From an optimization exercise on the open Yosys and OpenROAD flow, aimed at small area and a short achievable clock period; shortcuts taken in it are not production practice.
At most, simulation tests tie the RTL to the original design; equivalence was not proved.
For run 5, only the layout was checked, not whether the RTL still works.
No activity file was given, so power comes from the tool's default toggle rates.

==> flow/flow/run.sh <==
#!/bin/bash
# Standard synthesis, then the combinational logic re-mapped by ABC for delay
# (flip-flop instances untouched), then the standard layout from floorplan on.
set -euo pipefail
here=$(pwd)
bash standard.sh synth > "$here/synth_std.log" 2>&1
R=$here/orfs/results/$FLOW_PLATFORM/pong_sprite_renderer/base
O=$here/orfs/objects/$FLOW_PLATFORM/pong_sprite_renderer/base
cp "$R/1_2_yosys.v" "$here/1_2_yosys_std.v"
YOSYS=yosys
[ -x "$FLOW_HOME/../tools/install/yosys/bin/yosys" ] && YOSYS="$FLOW_HOME/../tools/install/yosys/bin/yosys"
export REMAP_LIB="$FLOW_HOME/platforms/sky130hd/lib/sky130_fd_sc_hd__tt_025C_1v80.lib"
export REMAP_IN="$here/1_2_yosys_std.v"
export REMAP_OUT="$here/1_2_yosys_remap.v"
export REMAP_TOP="$FLOW_TOP"
export REMAP_CONSTR="$O/abc.constr"
export REMAP_SCRIPT="$here/flow/remap.abc"
export REMAP_DONTUSE="$(grep -o -- '-dont_use [A-Za-z0-9_]*' "$here/orfs/logs/$FLOW_PLATFORM/pong_sprite_renderer/base/1_2_yosys.log" | sort -u | tr '\n' ' ')"
"$YOSYS" -c "$here/flow/remap.tcl" > "$here/remap.log" 2>&1
cp "$REMAP_OUT" "$R/1_2_yosys.v"
touch "$R/1_2_yosys.v"
bash standard.sh > "$here/layout.log" 2>&1
==> flow/flow/remap.abc <==
&get -n
&st
&syn2
&sopb
&put
dch -f
map -D 1000
topo
buffer -p
upsize -D 1000
dnsize -D 1000
==> flow/flow/remap.tcl <==
# Re-map the combinational logic of the standard synthesis netlist with ABC,
# keeping every flip-flop (and tie) cell instance, with its name and cell type.
yosys -import
set lib $::env(REMAP_LIB)
read_liberty -ignore_miss_func -ignore_miss_dir -setattr liberty_cell $lib
read_verilog $::env(REMAP_IN)
hierarchy -top $::env(REMAP_TOP)
setattr -mod -set keep_hierarchy 1 sky130_fd_sc_hd__df* sky130_fd_sc_hd__edf* sky130_fd_sc_hd__conb_1
flatten
opt_clean -purge
techmap
opt -fast
abc -liberty $lib {*}$::env(REMAP_DONTUSE) -constr $::env(REMAP_CONSTR) -script $::env(REMAP_SCRIPT)
opt_clean -purge
setundef -zero
hilomap -singleton -hicell sky130_fd_sc_hd__conb_1 HI -locell sky130_fd_sc_hd__conb_1 LO
insbuf -buf sky130_fd_sc_hd__buf_4 A X
splitnets
opt_clean -purge
yosys rename -enumerate
check
blackbox sky130_fd_sc_hd__*
stat -liberty $lib
write_verilog -noattr -nohex -nodec $::env(REMAP_OUT)
==> flow/standard.sh <==
#!/bin/bash
# synth_recipe.tcl (not shown) runs the flow's synth.tcl, then flattens the netlist and writes it again
# the make line also repeats each setting of config.mk as NAME=value (left out here)
make -C /OpenROAD-flow-scripts/flow DESIGN_CONFIG=/design/flow/config.mk WORK_HOME=/design/flow/orfs CLKGATE_MAP_FILE= SYNTH_SCRIPT=/design/flow/synth_recipe.tcl "${@:-finish}"
==> flow/config.mk <==
export PLATFORM = sky130hd
export DESIGN_NAME = pong_sprite_renderer
export DESIGN_NICKNAME = pong_sprite_renderer
export VERILOG_FILES = /design/flow/design.v
export SDC_FILE = /design/flow/constraint.sdc
export NUM_CORES = 4
export LEC_CHECK = 0
export CAP_MARGIN = 20
export CORE_MARGIN = 2
export CORE_UTILIZATION = 60
export CTS_CLUSTER_DIAMETER = 150
export CTS_CLUSTER_SIZE = 25
export PLACE_DENSITY = 0.72
export SETUP_SLACK_MARGIN = 3.9
export SLEW_MARGIN = 20
==> flow/constraint.sdc <==
create_clock -name core_clock -period 6.5 [get_ports {clk}]
set_input_delay 1.3000 -clock core_clock [delete_from_list [all_inputs] [get_ports {clk}]]
set_output_delay 1.3000 -clock core_clock [all_outputs]
set_load 0.01 [all_outputs]
==> flow/design.v <==
`default_nettype none
module pong_sprite_renderer #(
    parameter int          N_SPRITES = 8,
    parameter int          IDX_W     = 3,
    parameter int          COORD_W   = 16,
    parameter logic [11:0] BG_COLOR  = 12'h111,
    parameter int          LATENCY   = 2
) (
    input  logic               clk,
    input  logic               rst,
    input  logic [COORD_W-1:0] h_cnt,
    input  logic [COORD_W-1:0] v_cnt,
    input  logic               pix_valid,
    input  logic [1:0]         sync_in,
    input  logic               frame_start,
    input  logic               wr_en,
    input  logic [IDX_W-1:0]   wr_idx,
    input  logic [COORD_W-1:0] wr_px,
    input  logic [COORD_W-1:0] wr_py,
    input  logic [COORD_W-1:0] wr_hw,
    input  logic [COORD_W-1:0] wr_hh,
    input  logic [11:0]        wr_color,
    input  logic               wr_enable,
    input  logic               cfg_commit,
    output logic               commit_pending,
    output logic [11:0]        rgb_out,
    output logic               rgb_valid,
    output logic [1:0]         sync_out
);
    localparam int CW = COORD_W;
    logic r_commit_pending;
    logic w_commit_now;
    logic w_wr_ok;
    assign w_commit_now = frame_start && (r_commit_pending || cfg_commit);
    assign w_wr_ok      = wr_en && ({1'b0, wr_idx} < (IDX_W+1)'(N_SPRITES));
    logic [CW:0] w_lo_h, w_hi_h, w_lo_v, w_hi_v;    
    pong_add #(.W(CW)) u_lo_h (.a(wr_px), .b(~wr_hw), .ci(1'b1), .s(w_lo_h[CW-1:0]), .co(w_lo_h[CW]), .inv_co(1'b1));
    pong_add #(.W(CW)) u_lo_v (.a(wr_py), .b(~wr_hh), .ci(1'b1), .s(w_lo_v[CW-1:0]), .co(w_lo_v[CW]), .inv_co(1'b1));
    pong_add #(.W(CW)) u_hi_h (.a(wr_px), .b(wr_hw),  .ci(1'b0), .s(w_hi_h[CW-1:0]), .co(w_hi_h[CW]), .inv_co(1'b0));
    pong_add #(.W(CW)) u_hi_v (.a(wr_py), .b(wr_hh),  .ci(1'b0), .s(w_hi_v[CW-1:0]), .co(w_hi_v[CW]), .inv_co(1'b0));
    logic [CW:0]   r_sh_lo_h [N_SPRITES];
    logic [CW:0]   r_sh_hi_h [N_SPRITES];
    logic [CW:0]   r_sh_lo_v [N_SPRITES];
    logic [CW:0]   r_sh_hi_v [N_SPRITES];
    logic [11:0]   r_sh_color[N_SPRITES];
    logic          r_sh_en   [N_SPRITES];
    logic [CW:0]   r_act_lo_h [N_SPRITES];
    logic [CW:0]   r_act_hi_h [N_SPRITES];
    logic [CW:0]   r_act_lo_v [N_SPRITES];
    logic [CW:0]   r_act_hi_v [N_SPRITES];
    logic [11:0]   r_act_color[N_SPRITES];
    logic          r_act_en   [N_SPRITES];
    always_ff @(posedge clk or negedge rst) begin
        if (!rst) begin
            r_commit_pending <= 1'b0;
        end else if (w_commit_now) begin
            r_commit_pending <= 1'b0;
        end else if (cfg_commit) begin
            r_commit_pending <= 1'b1;
        end
    end
    logic [CW-1:0] r_h, r_v, r_hn, r_vn;    
    logic          r_vld0, r_vld1;
    logic [1:0]    r_sync0, r_sync1;
    always_ff @(posedge clk or negedge rst) begin
        if (!rst) begin
            r_vld0  <= 1'b0;
            r_vld1  <= 1'b0;
            r_sync0 <= 2'b00;
            r_sync1 <= 2'b00;
        end else begin
            r_vld0  <= pix_valid;
            r_vld1  <= r_vld0;
            r_sync0 <= sync_in;
            r_sync1 <= r_sync0;
        end
    end
    always_ff @(posedge clk) begin
        r_h  <= h_cnt;
        r_v  <= v_cnt;
        r_hn <= ~h_cnt;
        r_vn <= ~v_cnt;
    end
    logic [N_SPRITES-1:0] w_hit;
    generate
        for (genvar gi = 0; gi < N_SPRITES; gi++) begin : g_sprite
            logic w_sel;
            assign w_sel = w_wr_ok && (wr_idx == IDX_W'(gi));
            always_ff @(posedge clk or negedge rst) begin
                if (!rst) begin
                    r_sh_en[gi]  <= 1'b0;
                    r_act_en[gi] <= 1'b0;
                end else begin
                    if (w_sel)        r_sh_en[gi]  <= wr_enable;
                    if (w_commit_now) r_act_en[gi] <= r_sh_en[gi];
                end
            end
            always_ff @(posedge clk) begin
                if (w_sel) begin
                    r_sh_lo_h[gi]  <= w_lo_h;
                    r_sh_hi_h[gi]  <= w_hi_h;
                    r_sh_lo_v[gi]  <= w_lo_v;
                    r_sh_hi_v[gi]  <= w_hi_v;
                    r_sh_color[gi] <= wr_color;
                end
                if (w_commit_now) begin
                    r_act_lo_h[gi]  <= r_sh_lo_h[gi];
                    r_act_hi_h[gi]  <= r_sh_hi_h[gi];
                    r_act_lo_v[gi]  <= r_sh_lo_v[gi];
                    r_act_hi_v[gi]  <= r_sh_hi_v[gi];
                    r_act_color[gi] <= r_sh_color[gi];
                end
            end
            logic [CW-1:0] g0_lh, p0_lh, g0_hh, p0_hh, g0_lv, p0_lv, g0_hv, p0_hv;
            assign g0_lh = r_h & ~r_act_lo_h[gi][CW-1:0];
            assign p0_lh = r_h | ~r_act_lo_h[gi][CW-1:0];
            assign g0_hh = r_act_hi_h[gi][CW-1:0] & r_hn;
            assign p0_hh = r_act_hi_h[gi][CW-1:0] | r_hn;
            assign g0_lv = r_v & ~r_act_lo_v[gi][CW-1:0];
            assign p0_lv = r_v | ~r_act_lo_v[gi][CW-1:0];
            assign g0_hv = r_act_hi_v[gi][CW-1:0] & r_vn;
            assign p0_hv = r_act_hi_v[gi][CW-1:0] | r_vn;
            logic w_gt_h, w_lt_h, w_gt_v, w_lt_v;
            pong_gt_tree #(.W(CW)) u_gt_h (.g(g0_lh), .p(p0_lh), .gt(w_gt_h));
            pong_gt_tree #(.W(CW)) u_lt_h (.g(g0_hh), .p(p0_hh), .gt(w_lt_h));
            pong_gt_tree #(.W(CW)) u_gt_v (.g(g0_lv), .p(p0_lv), .gt(w_gt_v));
            pong_gt_tree #(.W(CW)) u_lt_v (.g(g0_hv), .p(p0_hv), .gt(w_lt_v));
            assign w_hit[gi] = r_act_en[gi]
                            && (r_act_lo_h[gi][CW] || w_gt_h) && (r_act_hi_h[gi][CW] || w_lt_h)
                            && (r_act_lo_v[gi][CW] || w_gt_v) && (r_act_hi_v[gi][CW] || w_lt_v);
        end
    endgenerate
    logic [11:0] w_c01, w_c23, w_c45, w_c67, w_c03, w_c47, w_color;
    logic        w_h01, w_h23, w_h45, w_h03;
    logic [11:0] r_rgb;
    assign w_h01   = w_hit[0] | w_hit[1];
    assign w_h23   = w_hit[2] | w_hit[3];
    assign w_h45   = w_hit[4] | w_hit[5];
    assign w_h03   = w_h01 | w_h23;
    assign w_c01   = w_hit[0] ? r_act_color[0] : r_act_color[1];
    assign w_c23   = w_hit[2] ? r_act_color[2] : r_act_color[3];
    assign w_c45   = w_hit[4] ? r_act_color[4] : r_act_color[5];
    assign w_c67   = w_hit[6] ? r_act_color[6] : (w_hit[7] ? r_act_color[7] : BG_COLOR);
    assign w_c03   = w_h01 ? w_c01 : w_c23;
    assign w_c47   = w_h45 ? w_c45 : w_c67;
    assign w_color = w_h03 ? w_c03 : w_c47;
    always_ff @(posedge clk or negedge rst) begin
        if (!rst) begin
            r_rgb <= 12'h000;
        end else begin
            r_rgb <= r_vld0 ? w_color : 12'h000;
        end
    end
    assign commit_pending = r_commit_pending;
    assign rgb_out        = r_rgb;
    assign rgb_valid      = r_vld1;
    assign sync_out       = r_sync1;
endmodule
module pong_gt_tree #(
    parameter int W = 16
) (
    input  logic [W-1:0] g,
    input  logic [W-1:0] p,
    output logic         gt
);
    generate
        if (W == 1) begin : g_leaf
            assign gt = g[0];
        end else begin : g_node
            localparam int WL = W / 2;
            logic [W-WL-1:0] gh, ph;
            logic gl, gu, pu;
            pong_gt_tree #(.W(WL)) u_lo (.g(g[WL-1:0]), .p(p[WL-1:0]), .gt(gl));
            pong_gp_tree #(.W(W-WL)) u_hi (.g(g[W-1:WL]), .p(p[W-1:WL]), .go(gu), .po(pu));
            assign gt = gu | (pu & gl);
        end
    endgenerate
endmodule
module pong_gp_tree #(
    parameter int W = 8
) (
    input  logic [W-1:0] g,
    input  logic [W-1:0] p,
    output logic         go,
    output logic         po
);
    generate
        if (W == 1) begin : g_leaf
            assign go = g[0];
            assign po = p[0];
        end else begin : g_node
            localparam int WL = W / 2;
            logic gl, pl, gu, pu;
            pong_gp_tree #(.W(WL))   u_lo (.g(g[WL-1:0]), .p(p[WL-1:0]), .go(gl), .po(pl));
            pong_gp_tree #(.W(W-WL)) u_hi (.g(g[W-1:WL]), .p(p[W-1:WL]), .go(gu), .po(pu));
            assign go = gu | (pu & gl);
            assign po = pu & pl;
        end
    endgenerate
endmodule
module pong_add #(
    parameter int W = 16
) (
    input  logic [W-1:0] a,
    input  logic [W-1:0] b,
    input  logic         ci,
    input  logic         inv_co,
    output logic [W-1:0] s,
    output logic         co
);
    logic [W-1:0] p, g, gg, pp;
    logic [W:0]   c;
    always_comb begin
        p = a ^ b;
        g = a & b;
        gg = g;
        pp = p;
        gg[0] = g[0] | (p[0] & ci);
        for (int d = 1; d < W; d = d * 2) begin
            for (int i = W - 1; i >= d; i--) begin
                gg[i] = gg[i] | (pp[i] & gg[i-d]);
                pp[i] = pp[i] & pp[i-d];
            end
        end
        c[0] = ci;
        for (int i = 0; i < W; i++) c[i+1] = gg[i];
        s  = p ^ c[W-1:0];
        co = c[W] ^ inv_co;
    end
endmodule
`default_nettype wire
==> results of run 1 <==
[state kept, by name, summed over array words and instances, names as in the netlist, 96 cells and up]
register	cells
r_act_lo_h	136
r_sh_color	96
r_sh_lo_v	135
r_sh_lo_h	136
r_sh_hi_h	128
r_act_hi_v	128
r_act_hi_h	128
r_act_color	96
r_act_lo_v	136
r_sh_hi_v	129
[final timing paths]
check	end	from	cells past startpoint
worst max register to register	r_rgb[7]	r_h[3]	15
worst max-delay path	r_sh_lo_v[1][11]	wr_py[1]	12
worst min-delay path	r_sync1[1]	r_sync0[1]	0
worst min register to register	r_sync1[1]	r_sync0[1]	0
min in group asynchronous	r_commit_pending	rst	1
max in group asynchronous	r_rgb[11]	rst	1
[layout make-up]
type	instances	area (sq um)
clock inverter	3	37.5
fill	5633	25900
timing repair inverter	1	8.76
timing repair buffer	346	3300
sequential	1347	39800
tap	1155	1450
inverter	361	1470
multi-input combinational	2038	13200
clock buffer	108	1660
[layout by cell type, fill, tap and decap left out, types with 44 or more instances in the layout]
cell and instances:
o211ai_1 54, edfxtp_1 1248, clkbuf_16 60, nand2_1 472, a22oi_1 88, a21oi_1 96, nand4_1 105, buf_4 166
clkbuf_1 49, nand3_1 134, dfxtp_4 44, inv_2 44, o21ai_0 76, nor2_1 262, o22ai_1 86, clkdlybuf4s50_1 70
inv_1 287
[per-layer routing]
layer  share of wire  routed length, um
met1            0.36              48700
met2            0.52              69100
met3           0.074               9930
met4           0.045               6040
met5         0.00010                 14
[worst max-delay path: stages]
cell      delay [ns]
buf_8           0.11
inv_8           0.06
nor2_4          0.04
o211ai_1        0.23
o21a_1          0.24
nand3_2         0.12
nand4_1         0.17
and2_1          0.23
o21ai_1         0.15
a211oi_2        0.27
nor2_2          0.09
buf_12          0.15
[what timing repair did]
action	in CTS	in global routing
cloned	4	2
pin swaps	95	102
setup buffers	84	102
resized for setup	557	308
hold buffers	0	0
setup endpoints to repair	1502	940
[through the flow]
| step | area, sq um | setup slack (ns) | utilization |
|---|---|---|---|
| 4_1_cts | 59400 | 3.86 | 0.684 |
| 6_report | 60900 | 3.77 | 0.701 |
| 3_5_place_dp | 55400 | 1.88 | 0.637 |
| 5_1_grt | 60900 | 3.72 | 0.701 |
| 2_1_floorplan | 52800 | -4.96 | - |
| 3_3_place_gp | 55400 | 1.98 | 0.637 |
[power breakdown]
part           leakage (nW)  internal, W  switching (W)
clock                 0.803      0.00174        0.00254
sequential             12.6       0.0100       0.000236
combinational          8.26     0.000726        0.00136
total                  21.6       0.0125        0.00413
==> out/results.tsv, run 1 <==
stage	metric	value	unit
run_status	outcome	complete, no violations	
clock_network	root_buffer	clkbuf_16	
placed_design	portBuffers	135	
global_routing	antenna_found_initial	1	
global_routing	grt_max_degree	128	
die	num_rows	108	
drt	drt_iter0_markers	3864	
die	ioPinCount	136	
power_and_ir_drop	ir_worst_vdd	235	uV
worst_setup_path	path_class	in2reg	
placed_design	gp_congestion	0.926	
final_layout	nets	4274	
sta	fin_tns_setup	0	ns
sta	fin_skew	0.0190	ns
power_and_ir_drop	power_leakage	21.6	nW
yosys	yosys_warnings	14	
drt	routedWlPerCell	25.0	um
placed_design	hpwl	86600	um
final_layout	synthToLayoutAreaGrowth	15.7	%
global_routing	grt_pass1_wl	192000	um
sta	relSlewSlack	0.260	
yosys	synth_area	52700	sq um
global_routing	grt_util_met2	0.516	
sta	fin_crit	2.73	ns
die	start_util	0.606	
drt	drc	0	
sta	rsz0062_at_grt	true	
min_path	hold_path_class	reg2reg	
global_routing	gr-max-usage-layer	met2	
global_routing	grt_use_total	0.291	
worst_setup_path	worstSetupStartpointType	primary input	
sta	hold_slack	0.356	ns
sta	hold_violations	0	
worst_setup_path	crit_arrival	3.17	ns
final_layout	num_antenna_cells	0	
die	die_h	300	um
global_routing	grt-ovfl-total	0	
yosys	synth.avg_cell_area	13.8	sq um
placed_design	dp.cells	5056	
drt	viasPerCell	6.17	
final_layout	layout.cells.non_filler	5359	
flow_run	drv_cap	0	
drt	routed_wl	134000	um
clock_network	cts_sinks	1347	
worst_setup_path	endpoint_kind	flip-flop	
final_layout	drive_above_1_share	0.197	
global_routing	use_met1	0.365	
drt	drt_first_pass_iters	10	
power_and_ir_drop	total_power	0.0166	W
worst_setup_path	crit_required	6.94	ns
worst_setup_path	regToRegSetupSlack	3.91	ns
clock_network	clk_pin_slew	0.10	ns
die	coreArea	86900	sq um
global_routing	grt_pass1_vias	31700	
power_and_ir_drop	power_density	273	nW/um^2
sta	finalSetupViolCount	0	
sta	tightest_slew	1.10	ns
clock_network	numCtsBuffers	59	
drt	ant_nets	0	
yosys	synthCells	3825	
die	die-width	300	um
sta	slew_violations	0	
clock_network	clock_latency	0.67	ns
sta	fmax	0.367	GHz
clock_network	tritoncts	yes	
clock_network	htree_levels	2	
worst_setup_path	critPathMaxFanout	8	
die	die-area	90200	sq um
yosys	synth_nets	3945	
clock_network	clock_path_buffers	3	
drt	via_count	33000	
sta	min_period_over_period	0.420	
global_routing	met3_usage	0.0338	
==> run 2, diff against run 1 <==
--- a/flow/config.mk
+++ b/flow/config.mk
@@ -9,6 +9,6 @@
 export CORE_MARGIN = 2
-export CORE_UTILIZATION = 60
+export CORE_UTILIZATION = 66
 export CTS_CLUSTER_DIAMETER = 150
 export CTS_CLUSTER_SIZE = 25
-export PLACE_DENSITY = 0.72
+export PLACE_DENSITY = 0.76
 export SETUP_SLACK_MARGIN = 3.9
==> run 2 against run 1 <==
  * Synthesized area did not move
  * Setup slack improved by 0.0061 ns
  * Non-clock buffer count fell by 30
  * Via count rose by 0.65%
  * Cell count fell by 2.5%
  * Critical path depth did not move
  * Sequential power barely moved
  * Die area fell by 9.0%
  * Hold slack improved by 0.011 ns
  * Sequential cell count did not move
  * Critical path type is now reg2reg
  * Largest power group unchanged
==> out/results.tsv, run 2 <==
stage	metric	value	unit	change
drt	ant_nets	0		unchanged
worst_setup_path	crit_top_cell	o211ai_1		
clock_network	numCtsBuffers	59		unchanged
worst_setup_path	max_stage_delay	0.41	ns	+0.14 ns
clock_network	tritoncts	yes		
yosys	synth_nets	3945		unchanged
die	coreArea	79000	sq um	-9.1%
global_routing	met3_usage	0.0414		+0.00760
flow_run	drv_cap	0		unchanged
yosys	synth_area	52700	sq um	unchanged
final_layout	layout.cells.non_filler	5227		-2.5%
global_routing	grt_pass1_wl	191000	um	-0.76%
final_layout	reg_top3	r_act_lo_h x136, r_act_lo_v x136, r_sh_lo_h x136		
min_path	whs_path_depth	0		unchanged
drt	viasPerCell	6.36		+3.2%
clock_network	clk_pin_slew	0.10	ns	about the same
worst_setup_path	worstSetupStartpointType	flip-flop		
sta	fmax	0.367	GHz	+0.22%
yosys	synth.avg_cell_area	13.8	sq um	unchanged
worst_setup_path	crit_arrival	3.29	ns	+0.12 ns
global_routing	gr-max-usage-layer	met2		
power_and_ir_drop	cellInternalPower	0.0125	W	-0.15%
drt	drt_iter0_markers	3466		-10%
global_routing	antenna_found_initial	1		unchanged
final_layout	drive_above_1_share	0.184		-0.0130
power_and_ir_drop	comb_power_share	0.124		about the same
sta	finalSetupViolCount	0		unchanged
power_and_ir_drop	ir_worst_vdd	224	uV	-4.3%
run_status	outcome	complete, no violations		
power_and_ir_drop	swShare	0.248		-0.000424
sta	rsz0062_at_grt	true		
min_path	min_from	r_sync0[0]		
worst_setup_path	endpoint_kind	flip-flop		
sta	relSlewSlack	0.358		+0.0986
placed_design	preCtsSetupSlack	1.82	ns	-0.0607 ns
sta	fin_crit	2.72	ns	-0.00606 ns
sta	fin_skew	0.0358	ns	+0.0169 ns
placed_design	hpwl	84100	um	-2.8%
final_layout	nets	4245		-0.68%
global_routing	use_met1	0.396		+0.0314
global_routing	grt_util_met2	0.558		+0.0417
sta	hold_slack	0.367	ns	+0.0106 ns
drt	drc	0		unchanged
drt	routedWlPerCell	25.7	um	+3.0%
final_layout	synthToLayoutAreaGrowth	14.9	%	
worst_setup_path	r2r-start	r_v[13]		
sta	fin_ws	3.78	ns	+0.00606 ns
min_path	hold_path_class	reg2reg		
sta	min_period_over_period	0.419		-0.000932
worst_setup_path	crit_required	7.07	ns	+0.13 ns
worst_setup_path	r2r-end	r_rgb[1]		
die	start_util	0.667		+0.0606
final_layout	mostFrequentLayoutCell	edfxtp_1		
worst_setup_path	critical_path.cell_chain	inv_2, nand2_1, o211ai_1, o21ai_2, o211ai_1, a21oi_2, nand4_1, nand4_4, nor2_4, buf_12, o211ai_1, o2bb2ai_2		
drt	drt_first_pass_iters	8		-2
yosys	yosys_warnings	14		unchanged
global_routing	grt_pass1_vias	32100		+1.1%
sta	hold_violations	0		unchanged
clock_network	root_buffer	clkbuf_16		
power_and_ir_drop	switching_power	0.00411	W	-0.38%
sta	tightest_slew	0.956	ns	-0.147 ns
die	ioPinCount	136		unchanged
clock_network	cts_sinks	1347		unchanged
placed_design	portBuffers	135		unchanged
sta	slew_violations	0		unchanged
die	die-area	82100	sq um	-9.0%
drt	via_count	33300		+0.65%
worst_setup_path	regToRegSetupSlack	3.78	ns	-0.13 ns
power_and_ir_drop	seq_power_share	0.619		+0.002
clock_network	htree_levels	2		unchanged
clock_network	clock_path_buffers	3		unchanged
min_path	whs_endpoint	r_sync1[0]		
die	num_rows	103		-4.6%
final_layout	fillCellCount	4527		-20%
placed_design	gp_congestion	0.938		+1.2%
worst_setup_path	worst-path-buf-inv	2		-1
drt	routed_wl	134000	um	+0.46%
worst_setup_path	cp_slowest_cell	dfxtp_4		
global_routing	grt_max_degree	167		+30%
global_routing	grt_use_total	0.318		+0.0269
placed_design	dp.cells	4944		-2.2%
global_routing	grt-ovfl-total	0		unchanged
worst_setup_path	path_class	reg2reg		
final_layout	fin_util	0.766		+0.0647
clock_network	clock_latency	0.69	ns	+0.02 ns
worst_setup_path	cp_top_family	compound AO/OA/AOI/OAI gates		
worst_setup_path	r2r_cells	12		-3
final_layout	mostFrequentLayoutCells	edfxtp_1, nand2_1, inv_1, nor2_1, nand3_1		
power_and_ir_drop	power_density	274	nW/um^2	+0.49%
worst_setup_path	critPathMaxFanout	9		+1
yosys	synthCells	3825		unchanged
power_and_ir_drop	p_clk_frac	0.257		about the same
die	die-width	287	um	-4.6%
power_and_ir_drop	power_leakage	21.5	nW	-0.59%
die	die_h	287	um	-4.6%
-- run 2: layer usage --
metal,up-vias,share of wire
met2,1713,0.51
li1,14800,-
met1,16400,0.36
met5,-,0.000097
met3,383,0.078
met4,2,0.054
-- run 2: timing repair --
action / CTS / global route
buffers inserted: 78 / 81
hold buffers: 0 / 0
gates resized for setup: 543 / 261
cloned: 8 / 3
endpoints found under the setup margin: 1543 / 755
pin swaps: 96 / 108
-- run 2: stage by stage --
stage / power [W] / TNS, ns / area [sq um]
detailed placement: 0.0121 / 0 / 55200
floorplan: 0.0114 / -3253.51 / 52800
CTS: 0.0164 / 0 / 59100
finish: 0.0166 / 0 / 60500
global route: 0.0171 / 0 / 60500
global placement: 0.0120 / 0 / 55200
-- run 2: worst max path at each step --
| stage | startpoint | endpoint | slack [ns] | depth (start not counted) |
|---|---|---|---|---|
| 2_1_floorplan | cfg_commit | r_act_color[0][0] | -4.96 | 3 |
| 3_3_place_gp | wr_hw[0] | r_sh_hi_h[2][15] | 2.07 | 12 |
| 3_5_place_dp | wr_px[0] | r_sh_hi_h[5][15] | 1.82 | 12 |
| 4_1_cts | r_h[11] | r_rgb[9] | 3.85 | 13 |
| 5_1_grt | r_act_hi_h[2][15] | r_rgb[9] | 3.70 | 13 |
| 6_report | r_v[13] | r_rgb[1] | 3.78 | 12 |
-- run 2: power groups by stage --
stage / sequential [W] / clock, W / combinational, W
final: 0.0103 / 0.00427 / 0.00205
after CTS: 0.0103 / 0.00429 / 0.00184
after floorplan: 0.0105 / 0 / 0.000990
after detailed placement: 0.0105 / 0 / 0.00159
after global routing: 0.0103 / 0.00458 / 0.00218
after global placement: 0.0105 / 0 / 0.00155
-- run 2: worst reg2reg max path, stage by stage (launching register included) --
cell and delay [ns]:
dfxtp_4 0.41, inv_2 0.12, nand2_1 0.10, o211ai_1 0.15, o21ai_2 0.41, o211ai_1 0.24, a21oi_2 0.23, nand4_1 0.30
nand4_4 0.20, nor2_4 0.05, buf_12 0.16, o211ai_1 0.12, o2bb2ai_2 0.11
-- run 2: final cells by class --
class                   count  area (sq um)  area share
clock buffers             108          1660      0.0274
flip-flops and latches   1347         39800       0.658
multi-input cells        2038         13100       0.217
well taps                1050          1310      0.0217
repair inverters            2          12.5    0.000207
inverters                 361          1450      0.0240
clock inverters             4          53.8    0.000889
diodes                      1          2.50   0.0000413
repair buffers            316          3080      0.0509
==> run 3, diff against run 2 <==
--- a/flow/flow/run.sh
+++ b/flow/flow/run.sh
@@ -21,2 +21,5 @@
 touch "$R/1_2_yosys.v"
+# ports get the small plain buffer rather than the delay cell the
+# resizer picks by default
+export BUFFER_PORTS_ARGS="-buffer_cell sky130_fd_sc_hd__buf_2"
 bash standard.sh > "$here/layout.log" 2>&1
==> run 3 against run 2 <==
  * Cell area down 2.6%
  * Clock skew decreased by 0.017 ns
  * Maximum frequency about the same
  * Clock power about the same
  * Setup slack worse by 0.0012 ns
  * Combinational power decreased by 8%
  * Cell count is 1.3% lower
  * Synthesized cell count did not move
  * Critical endpoint is now r_sh_hi_v[5][15]
  * Highest routed layer is now met4
==> out/results.tsv, run 3 <==
stage	metric	value	unit	change
worst_setup_path	r2r-end	r_rgb[6]		
clock_network	ctsHoldBuffers	0		unchanged
drt	drc	0		unchanged
worst_setup_path	crit_required	6.90	ns	-0.17 ns
worst_setup_path	critPathMaxFanout	8		-1
yosys	synth_area	52700	sq um	unchanged
worst_setup_path	path_class	in2reg		
sta	fin_skew	0.0193	ns	-0.0165 ns
final_layout	layout.cells.non_filler	5160		-1.3%
global_routing	grt-ovfl-total	0		unchanged
yosys	yosys_warnings	14		unchanged
power_and_ir_drop	ir_worst_vdd	217	uV	-3.4%
drt	routedWlPerCell	25.2	um	-1.9%
die	die_h	287	um	unchanged
run_status	outcome	complete, no violations		
placed_design	gp_congestion	0.963		+2.7%
die	die-area	82100	sq um	unchanged
worst_setup_path	crit_arrival	3.12	ns	-0.17 ns
worst_setup_path	worstSetupStartpointType	primary input		
sta	relSlewSlack	0.304		-0.0543
placed_design	dp.cells	4947		+0.061%
die	start_util	0.667		unchanged
worst_setup_path	setup.worst_path.start	wr_py[1]		
clock_network	clock_path_buffers	3		unchanged
die	die-width	287	um	unchanged
global_routing	grt_pass1_wl	186000	um	-2.5%
worst_setup_path	r2r-start	r_vn[14]		
worst_setup_path	crit_top_cell	o21ai_4		
final_layout	reg_top3	r_act_lo_h x136, r_act_lo_v x136, r_sh_lo_h x136		
sta	finalSetupViolCount	0		unchanged
yosys	synth_nets	3945		unchanged
final_layout	drive_above_1_share	0.174		-0.0105
worst_setup_path	cp_top_family	compound AO/OA/AOI/OAI gates		
global_routing	grt_max_degree	199		+19%
drt	ant_nets	0		unchanged
worst_setup_path	worst-path-buf-inv	4		+2
die	coreArea	79000	sq um	unchanged
worst_setup_path	max_stage_delay	0.24	ns	-0.17 ns
clock_network	htree_levels	2		unchanged
power_and_ir_drop	power_leakage	21.0	nW	-2.3%
global_routing	grt_use_total	0.309		-0.00840
clock_network	tritoncts	yes		
final_layout	nets	4176		-1.6%
min_path	whs_path_depth	0		unchanged
sta	slew_violations	0		unchanged
worst_setup_path	cp_slowest_cell	a31oi_4		
drt	via_count	32900		-1.2%
drt	viasPerCell	6.37		about the same
final_layout	synthToLayoutAreaGrowth	11.9	%	
final_layout	fillCellCount	4681		+3.4%
worst_setup_path	r2r_cells	10		-2
final_layout	mostFrequentLayoutCells	edfxtp_1, nand2_1, inv_1, nor2_1, nand3_1		
power_and_ir_drop	power_density	279	nW/um^2	+1.8%
worst_setup_path	cp_num_cells	13		+1
worst_setup_path	critical_path.cell_chain	buf_8, inv_8, buf_6, o21ai_4, and3_4, o22ai_4, buf_6, o21ai_4, nand3_4, a31oi_4, o21ai_4, nand4_1, nand3_4		
drt	drt_iter0_markers	3732		+7.7%
sta	rsz0062_at_grt	true		
global_routing	antenna_found_initial	2		+1
yosys	synth.avg_cell_area	13.8	sq um	unchanged
clock_network	clk_pin_slew	0.10	ns	about the same
drt	routed_wl	130000	um	-3.2%
drt	drt_first_pass_iters	9		+1
worst_setup_path	endpoint	r_sh_hi_v[5][15]		
placed_design	hpwl	84200	um	about the same
worst_setup_path	endpoint_kind	flip-flop		
clock_network	root_buffer	clkbuf_16		
sta	fin_crit	2.72	ns	+0.00122 ns
yosys	synthCells	3825		unchanged
die	ioPinCount	136		unchanged
die	num_rows	103		unchanged
global_routing	grt_pass1_vias	31700		-1.2%
worst_setup_path	regToRegSetupSlack	3.82	ns	+0.04 ns
sta	fin_tns_setup	0	ns	unchanged
clock_network	numCtsBuffers	59		unchanged
min_path	hold_path_class	reg2reg		
placed_design	portBuffers	135		unchanged
sta	tightest_slew	1.04	ns	+0.0883 ns
clock_network	clock_latency	0.68	ns	about the same
flow_run	drv_cap	0		unchanged
final_layout	mostFrequentLayoutCell	edfxtp_1		
sta	min_period_over_period	0.419		about the same
sta	hold_violations	0		unchanged
sta	fmax	0.367	GHz	about the same
final_layout	fin_util	0.746		-0.0201
clock_network	cts_sinks	1347		unchanged
==> run 3: changes by cell type in the layout (fill, tap and decap cells not counted), moves of 7 or more <==
cell and change:
buf_2 +96, clkdlybuf4s50_1 -71, buf_4 -47, nor2_1 +16, nor2_4 -16, buf_6 -12, inv_1 +12, clkbuf_2 -11
nand2_1 +9, a21oi_1 +8, inv_2 -8, o21ai_0 +8, dlygate4sd2_1 -7
==> run 3: cell type report <==
cell class              count  area, sq um  area share
repair buffers            248         1920      0.0325
well taps                1050         1310      0.0223
multi-input cells        2038        12800       0.216
clock buffers             108         1660      0.0282
clock inverters             4         53.8    0.000913
diodes                      3         7.51    0.000127
flip-flops and latches   1347        39800       0.675
repair inverters            1         7.51    0.000127
inverters                 361         1430      0.0243
==> run 3: per-stage QoR <==
step                      total power, W  hold WS, ns  area [sq um]  worst slack, ns
final                             0.0164        0.362         58900             3.78
after floorplan                   0.0114        0.331         52800            -4.96
after global placement            0.0119        0.331         54500             2.52
after CTS                         0.0163        0.362         57600             3.73
after detailed placement          0.0120        0.340         54500             2.41
after global routing              0.0169        0.377         58900             3.67
==> run 3: worst reg2reg max path, delay by kind of cell (launching register included) <==
family                 cells  cell delay [ns]
AO/OA/AOI/OAI              5             1.23
AND/OR/NAND/NOR            4             0.75
flip-flops                 1             0.42
buffers and inverters      1             0.17
==> run 3: worst min-delay path by stage <==
stage / end / from
6_report: r_sync1[0] / r_sync0[0]
3_5_place_dp: r_sync1[0] / r_sync0[0]
4_1_cts: r_sync1[0] / r_sync0[0]
5_1_grt: r_sync1[0] / r_sync0[0]
3_3_place_gp: r_sync1[1] / r_sync0[1]
2_1_floorplan: r_sync1[0] / r_sync0[0]
==> run 3: layer usage <==
layer | routed length [um] | GRT usage
met2 | 67100 | 0.545
met5 | 0 | 0
met4 | 6760 | 0.145
met3 | 10400 | 0.0440
met1 | 46000 | 0.380
==> run 3: what timing repair did <==
action                                 in CTS  in global routing
pin swaps                                  45                 73
cloned                                      4                  1
gates resized for setup                   220                249
setup buffers                              47                 46
endpoints found under the hold margin       0                  0
setup endpoints to repair                1100                461
==> run 3: power breakdown <==
group | switching [W] | internal, W
logic | 0.00128 | 0.000608
registers | 0.000252 | 0.0100
clock network | 0.00251 | 0.00175
total | 0.00404 | 0.0124
==> run 4, diff against run 3 <==
--- a/flow/config.mk
+++ b/flow/config.mk
@@ -9,6 +9,6 @@
 export CORE_MARGIN = 2
-export CORE_UTILIZATION = 66
+export CORE_UTILIZATION = 60
 export CTS_CLUSTER_DIAMETER = 150
 export CTS_CLUSTER_SIZE = 25
-export PLACE_DENSITY = 0.76
+export PLACE_DENSITY = 0.72
 export SETUP_SLACK_MARGIN = 3.9
==> run 4 against run 3 <==
  * Synthesized area stayed put
  * Die area up 9.9%
  * Cell area rose by 0.94%
  * Still clean
  * Largest cell class unchanged
  * Setup slack worse by 0.022 ns
  * Clock power about the same
  * Critical endpoint is now r_sh_lo_v[2][15]
==> out/results.tsv, run 4 <==
stage	metric	value	unit	change
power_and_ir_drop	power_density	277	nW/um^2	-0.72%
sta	tightest_slew	1.07	ns	+0.0268 ns
clock_network	htree_levels	2		unchanged
placed_design	portBuffers	135		unchanged
min_path	hold_path_class	reg2reg		
power_and_ir_drop	p_clk_frac	0.258		about the same
drt	ant_nets	0		unchanged
drt	routed_wl	132000	um	+1.4%
clock_network	ctsHoldBuffers	0		unchanged
global_routing	grt_use_total	0.288		-0.0213
sta	fmax	0.364	GHz	-0.81%
sta	fin_skew	0.0214	ns	+0.00215 ns
die	start_util	0.606		-0.0606
final_layout	mostFrequentLayoutCell	edfxtp_1		
yosys	synth_area	52700	sq um	unchanged
placed_design	hpwl	85300	um	+1.3%
worst_setup_path	crit_top_cell	nand2_2		
sta	min_period_over_period	0.422		+0.00342
die	die_h	300	um	+4.8%
placed_design	preCtsSetupSlack	2.35	ns	-0.0673 ns
sta	fin_crit	2.75	ns	+0.0223 ns
sta	slew_violations	0		unchanged
flow_run	drv_cap	0		unchanged
drt	drt_iter0_markers	3440		-7.8%
run_status	outcome	complete, no violations		
yosys	synthCells	3825		unchanged
worst_setup_path	path_class	in2reg		
worst_setup_path	cp_slowest_cell	o211ai_1		
power_and_ir_drop	ir_worst_vdd	229	uV	+5.5%
clock_network	numCtsBuffers	59		unchanged
placed_design	gp_congestion	0.986		+2.4%
final_layout	drive_above_1_share	0.182		+0.00845
drt	drc	0		unchanged
sta	relSlewSlack	0.286		-0.0179
worst_setup_path	max_stage_delay	0.26	ns	+0.02 ns
global_routing	grt-ovfl-total	0		unchanged
worst_setup_path	crit_required	6.90	ns	about the same
worst_setup_path	critPathMaxFanout	8		unchanged
final_layout	layout.cells.non_filler	5274		+2.2%
clock_network	cts_sinks	1347		unchanged
power_and_ir_drop	swShare	0.246		+0.000416
final_layout	synthToLayoutAreaGrowth	12.9	%	
die	coreArea	86900	sq um	+10%
drt	viasPerCell	6.22		-2.3%
drt	via_count	32800		-0.13%
global_routing	grt_pass1_vias	31800		+0.29%
drt	drt_first_pass_iters	6		-3
sta	fin_ws	3.75	ns	-0.0223 ns
worst_setup_path	worstSetupStartpointType	primary input		
global_routing	antenna_found_initial	5		+3
yosys	synth_nets	3945		unchanged
clock_network	clock_path_buffers	3		unchanged
sta	rsz0062_at_grt	true		
final_layout	mostFrequentLayoutCells	edfxtp_1, nand2_1, inv_1, nor2_1, nand3_1		
worst_setup_path	critical_path.cell_chain	buf_8, inv_4, nand2_4, o211ai_1, o21a_1, nand3_2, nand4_1, nand2_2, nand4_1, nand4_1, nand2_2, nand2_2, nand2_2, nand2_4		
clock_network	clock_latency	0.67	ns	about the same
die	die-width	300	um	+4.8%
power_and_ir_drop	seq_power_share	0.624		-0.002
worst_setup_path	endpoint_kind	flip-flop		
worst_setup_path	crit_arrival	3.14	ns	+0.02 ns
power_and_ir_drop	cellInternalPower	0.0124	W	+0.16%
placed_design	dp.cells	5050		+2.1%
clock_network	root_buffer	clkbuf_16		
sta	hold_violations	0		unchanged
clock_network	tritoncts	yes		
die	num_rows	108		+4.9%
clock_network	clk_pin_slew	0.10	ns	about the same
power_and_ir_drop	comb_power_share	0.118		+0.003
global_routing	grt_max_degree	176		-12%
final_layout	reg_top3	r_act_lo_h x136, r_act_lo_v x136, r_sh_lo_h x136		
drt	routedWlPerCell	25.0	um	-0.78%
power_and_ir_drop	power_leakage	21.1	nW	+0.57%
final_layout	nets	4184		+0.19%
die	die-area	90200	sq um	+9.9%
die	ioPinCount	136		unchanged
yosys	yosys_warnings	14		unchanged
sta	finalSetupViolCount	0		unchanged
yosys	synth.avg_cell_area	13.8	sq um	unchanged
power_and_ir_drop	switching_power	0.00406	W	+0.39%
global_routing	grt_pass1_wl	191000	um	+2.6%
-- run 4: critical path: cells and delay by family --
kind / cells / cell delay [ns]
buffers and inverters: 2 / 0.16
AO/OA/AOI/OAI: 2 / 0.49
AND/OR/NAND/NOR: 10 / 1.18
-- run 4: cell type report --
cell class | count | area, sq um
repair inverters | 1 | 6.26
clock buffers | 108 | 1660
clock inverters | 3 | 37.5
multi-input cells | 2037 | 12900
fillers | 5790 | 27400
well taps | 1155 | 1450
diodes | 5 | 12.5
inverters | 361 | 1460
flip-flops and latches | 1347 | 39800
repair buffers | 257 | 2130
-- run 4: worst paths after layout --
kind,startpoint,endpoint,slack [ns],cells after the start
max,wr_py[0],r_sh_lo_v[2][15],3.75,14
min in group asynchronous,rst,r_commit_pending,0.73,1
min reg2reg,r_sync0[0],r_sync1[0],0.36,0
max in group asynchronous,rst,r_rgb[6],5.22,1
min,r_sync0[0],r_sync1[0],0.36,0
max reg2reg,r_h[11],r_rgb[4],3.90,12
-- run 4: power by group through the flow --
stage          logic [W]  clock network [W]  registers (W)
4_1_cts          0.00177            0.00428         0.0103
3_3_place_gp     0.00150                  0         0.0105
5_1_grt          0.00208            0.00457         0.0103
2_1_floorplan   0.000990                  0         0.0105
6_report         0.00195            0.00425         0.0103
3_5_place_dp     0.00154                  0         0.0105
-- run 4: what timing repair did --
| item | CTS | global route |
|---|---|---|
| setup endpoints to repair | 753 | 541 |
| gates resized for setup | 269 | 287 |
| gates cloned | 4 | 2 |
| setup buffers | 51 | 51 |
| pin swaps | 54 | 98 |
-- run 4: per-stage QoR --
stage / setup TNS (ns) / hold slack, ns / util / instance area (sq um) / power [W]
final: 0 / 0.362 / 0.685 / 59500 / 0.0165
after global routing: 0 / 0.365 / 0.685 / 59500 / 0.0170
after CTS: 0 / 0.361 / 0.668 / 58000 / 0.0163
after detailed placement: 0 / 0.339 / 0.628 / 54600 / 0.0120
after global placement: 0 / 0.338 / 0.628 / 54600 / 0.0120
after floorplan: -3253.51 / 0.331 / - / 52800 / 0.0114
-- run 4: routing by layer --
layer | track usage | part of all wire | up-vias
met5 | 0 | 0.000098 | -
met4 | 0.135 | 0.055 | 2
met3 | 0.0389 | 0.073 | 340
met2 | 0.503 | 0.51 | 1515
met1 | 0.358 | 0.37 | 16300
li1 | - | - | 14700
==> run 5, diff against run 4 <==
--- a/flow/design.v
+++ b/flow/design.v
@@ -61,3 +61,3 @@
     end
-    logic [CW-1:0] r_h, r_v, r_hn, r_vn;    
+    logic [CW-1:0] r_h, r_v;
     logic          r_vld0, r_vld1;
@@ -78,6 +78,4 @@
     always_ff @(posedge clk) begin
-        r_h  <= h_cnt;
-        r_v  <= v_cnt;
-        r_hn <= ~h_cnt;
-        r_vn <= ~v_cnt;
+        r_h <= h_cnt;
+        r_v <= v_cnt;
     end
@@ -116,8 +114,8 @@
             assign p0_lh = r_h | ~r_act_lo_h[gi][CW-1:0];
-            assign g0_hh = r_act_hi_h[gi][CW-1:0] & r_hn;
-            assign p0_hh = r_act_hi_h[gi][CW-1:0] | r_hn;
+            assign g0_hh = r_act_hi_h[gi][CW-1:0] & ~r_h;
+            assign p0_hh = r_act_hi_h[gi][CW-1:0] | ~r_h;
             assign g0_lv = r_v & ~r_act_lo_v[gi][CW-1:0];
             assign p0_lv = r_v | ~r_act_lo_v[gi][CW-1:0];
-            assign g0_hv = r_act_hi_v[gi][CW-1:0] & r_vn;
-            assign p0_hv = r_act_hi_v[gi][CW-1:0] | r_vn;
+            assign g0_hv = r_act_hi_v[gi][CW-1:0] & ~r_v;
+            assign p0_hv = r_act_hi_v[gi][CW-1:0] | ~r_v;
             logic w_gt_h, w_lt_h, w_gt_v, w_lt_v;
--- a/flow/flow/run.sh
+++ b/flow/flow/run.sh
@@ -21,5 +21,2 @@
 touch "$R/1_2_yosys.v"
-# ports get the small plain buffer rather than the delay cell the
-# resizer picks by default
-export BUFFER_PORTS_ARGS="-buffer_cell sky130_fd_sc_hd__buf_2"
 bash standard.sh > "$here/layout.log" 2>&1
--- a/flow/config.mk
+++ b/flow/config.mk
@@ -12,3 +12,2 @@
 export CTS_CLUSTER_SIZE = 25
-export PLACE_DENSITY = 0.72
 export SETUP_SLACK_MARGIN = 3.9
==> run 5 against run 4 <==
  * Clock-buffer cell count down 3
  * Power up 0.82%
  * Critical endpoint is now r_rgb[8]
  * Still clean on timing, DRC and antenna
  * Global-route usage up 2.9 points
  * Cell area up 3.3%
  * Sequential cell count down 32
  * Maximum frequency down 5.9%
  * Via count up 1.3%
  * Largest power group unchanged
  * Critical path type is now reg2reg
  * Sequential share of layout area down 3.3 points
  * Clock skew up 0.016 ns
  * Combinational power up 21%
==> out/results.tsv, run 5 <==
stage	metric	value	unit	change
global_routing	grt_max_degree	102		-42%
drt	routedWlPerCell	27.2	um	+8.7%
drt	drt_first_pass_iters	9		+3
global_routing	antenna_found_initial	1		-4
global_routing	grt_pass1_wl	202000	um	+5.8%
clock_network	cts_sinks	1315		-2.4%
drt	drc	0		unchanged
power_and_ir_drop	power_leakage	21.5	nW	+1.8%
clock_network	clock_latency	0.69	ns	+0.02 ns
final_layout	nets	4146		-0.91%
global_routing	grt-ovfl-total	0		unchanged
placed_design	hpwl	81400	um	-4.5%
final_layout	mostFrequentLayoutCells	edfxtp_1, nand2_1, inv_1, buf_4, nor2_1		
die	coreArea	83800	sq um	-3.5%
die	die-width	295	um	-1.6%
sta	slew_violations	0		unchanged
final_layout	synthToLayoutAreaGrowth	20.6	%	
sta	hold_violations	0		unchanged
clock_network	clock_path_buffers	3		unchanged
run_status	outcome	complete, no violations		
sta	hold_slack	0.361	ns	-0.00140 ns
drt	routed_wl	142000	um	+7.4%
worst_setup_path	path_class	reg2reg		
sta	tightest_slew	1.00	ns	-0.0708 ns
drt	via_count	33200		+1.3%
sta	min_period_over_period	0.449		+0.0264
power_and_ir_drop	power_density	271	nW/um^2	-2.4%
drt	ant_nets	0		unchanged
global_routing	grt_use_total	0.317		+0.0293
yosys	synth_area	51000	sq um	-3.3%
sta	finalSetupViolCount	0		unchanged
die	start_util	0.608		+0.00149
die	die_h	295	um	-1.6%
clock_network	tritoncts	yes		
power_and_ir_drop	ir_worst_vdd	237	uV	+3.5%
clock_network	root_buffer	clkbuf_16		
final_layout	mostFrequentLayoutCell	edfxtp_1		
drt	drt_iter0_markers	3861		+12%
clock_network	htree_levels	2		unchanged
global_routing	grt_pass1_vias	32400		+1.7%
worst_setup_path	crit_arrival	3.48	ns	+0.34 ns
worst_setup_path	critPathMaxFanout	26		+18
yosys	synth_nets	3717		-5.8%
final_layout	multi_input_area	12800	sq um	-0.70%
sta	fin_crit	2.92	ns	+0.171 ns
drt	viasPerCell	6.38		+2.5%
die	num_rows	106		-1.9%
placed_design	portBuffers	135		unchanged
sta	relSlewSlack	0.331		+0.0450
final_layout	fillCellCount	5155		-11%
final_layout	fin_util	0.733		+0.0482
final_layout	drive_above_1_share	0.237		+0.0543
die	die-area	87300	sq um	-3.2%
clock_network	numCtsBuffers	58		-1.7%
final_layout	num_antenna_cells	0		-5
final_layout	regArea	39100	sq um	-1.8%
placed_design	dpl-instance-area	53600	sq um	-1.8%
yosys	synth.avg_cell_area	14.2	sq um	+2.8%
min_path	hold_path_class	reg2reg		
final_layout	stdcell_area	61400	sq um	+3.3%
clock_network	clk_pin_slew	0.10	ns	about the same
worst_setup_path	worstSetupStartpointType	flip-flop		
sta	fmax	0.343	GHz	-5.9%
worst_setup_path	endpoint_kind	flip-flop		
sta	fin_skew	0.0372	ns	+0.0158 ns
worst_setup_path	crit_required	7.07	ns	+0.17 ns
yosys	synthCells	3597		-6.0%
clock_network	ctsHoldBuffers	0		unchanged
sta	rsz0062_at_grt	true		
placed_design	gp_congestion	0.912		-7.5%
yosys	yosys_warnings	14		unchanged
die	ioPinCount	136		unchanged
flow_run	drv_cap	0		unchanged
## run 5: timing repair
action                     in CTS  in global routing
setup buffers                 218                 57
resized for setup             793                247
gates cloned                   28                  4
setup endpoints to repair    1576                749
pin swaps                     143                137
## run 5: final timing paths
path	startpoint	end	slack, ns	cells past startpoint
min in group asynchronous	rst	r_vld1	0.70	1
worst max-delay path	r_h[12]	r_rgb[8]	3.58	14
worst min register to register	r_sync0[0]	r_sync1[0]	0.36	0
worst max register to register	r_h[12]	r_rgb[8]	3.58	14
worst min-delay path	r_sync0[0]	r_sync1[0]	0.36	0
max in group asynchronous	rst	r_act_en[3]	5.25	1
## run 5: metal layers
metal  vias up  global-route usage  share of wire  routed length, um
met2      1798               0.527           0.49              68800
met1     16700               0.429           0.38              54200
met3       374              0.0429          0.086              12200
met5         -                   0       0.000092                 13
met4         2               0.127          0.047               6640
li1      14400                   -              -                  -
## run 5: per-stage QoR
stage               instances  setup TNS, ns  setup slack, ns  total power, W
floorplan                3597       -3253.51            -4.96          0.0111
global placement         4792              0             1.71          0.0117
detailed placement       4793              0             1.66          0.0118
CTS                      5148              0             3.70          0.0164
global route             5209              0             3.53          0.0171
finish                   5209              0             3.58          0.0166
## run 5: cell type report
type / instances / area share
clock inverter: 4 / 0.000733
timing repair inverter: 13 / 0.00147
inverter: 357 / 0.0253
sequential: 1315 / 0.636
clock buffer: 105 / 0.0265
multi-input combinational: 1828 / 0.209
tap: 1134 / 0.0231
timing repair buffer: 453 / 0.0776
## run 5: report_power, final
| group | switching [W] | internal (W) | leakage [nW] |
|---|---|---|---|
| combinational | 0.00150 | 0.000850 | 8.42 |
| sequential | 0.000195 | 0.00983 | 12.3 |
| clock | 0.00253 | 0.00172 | 0.792 |
| total | 0.00422 | 0.0124 | 21.5 |
## run 5: critical path, stage by stage, from the launching register on
cell	delay, ns
dfxtp_4	0.42
inv_8	0.11
o21ai_0	0.19
nand4_1	0.24
nand4_1	0.23
nand4_1	0.36
a21oi_2	0.29
o211ai_4	0.18
buf_12	0.19
inv_4	0.06
a21oi_4	0.04
buf_12	0.13
buf_8	0.13
nand4_1	0.09
nand4_1	0.11

re-timing with driven ports:
How much do the figures lean on ideal ports? The routed layouts below were timed once more, with nothing changed but the port constraints.
Step 1 (the two cells are an assumption about what drives the block):
set clk [get_ports {clk}]
set_driving_cell -lib_cell sky130_fd_sc_hd__clkbuf_16 $clk
set_driving_cell -lib_cell sky130_fd_sc_hd__buf_2 [delete_from_list [all_inputs] $clk]
Step 2, shift: input delay + t, output delay - t, t = (earliest + latest rising clock arrival at the registers) / 2. This alone moves slack from input paths to output paths.
Slacks: ideal / step 1 / step 2; pairs: ideal / step 1.
run	shift t [ns]	setup slack, ns	worst register clock-pin slew, ns
run 1	0.740	3.772 / 3.794 / 3.054	0.10 / 0.10
run 2	0.752	3.778 / 3.778 / 3.074	0.11 / 0.11
run 3	0.743	3.777 / 3.771 / 3.028	0.11 / 0.11
run 4	0.726	3.755 / 3.778 / 3.051	0.11 / 0.11
run 5	0.746	3.583 / 3.583 / 2.972	0.11 / 0.11
After both steps every run listed still meets setup and hold. The setup slack of run 3, which loses most, moves by -0.006 ns with the drivers and by -0.749 ns with both steps.
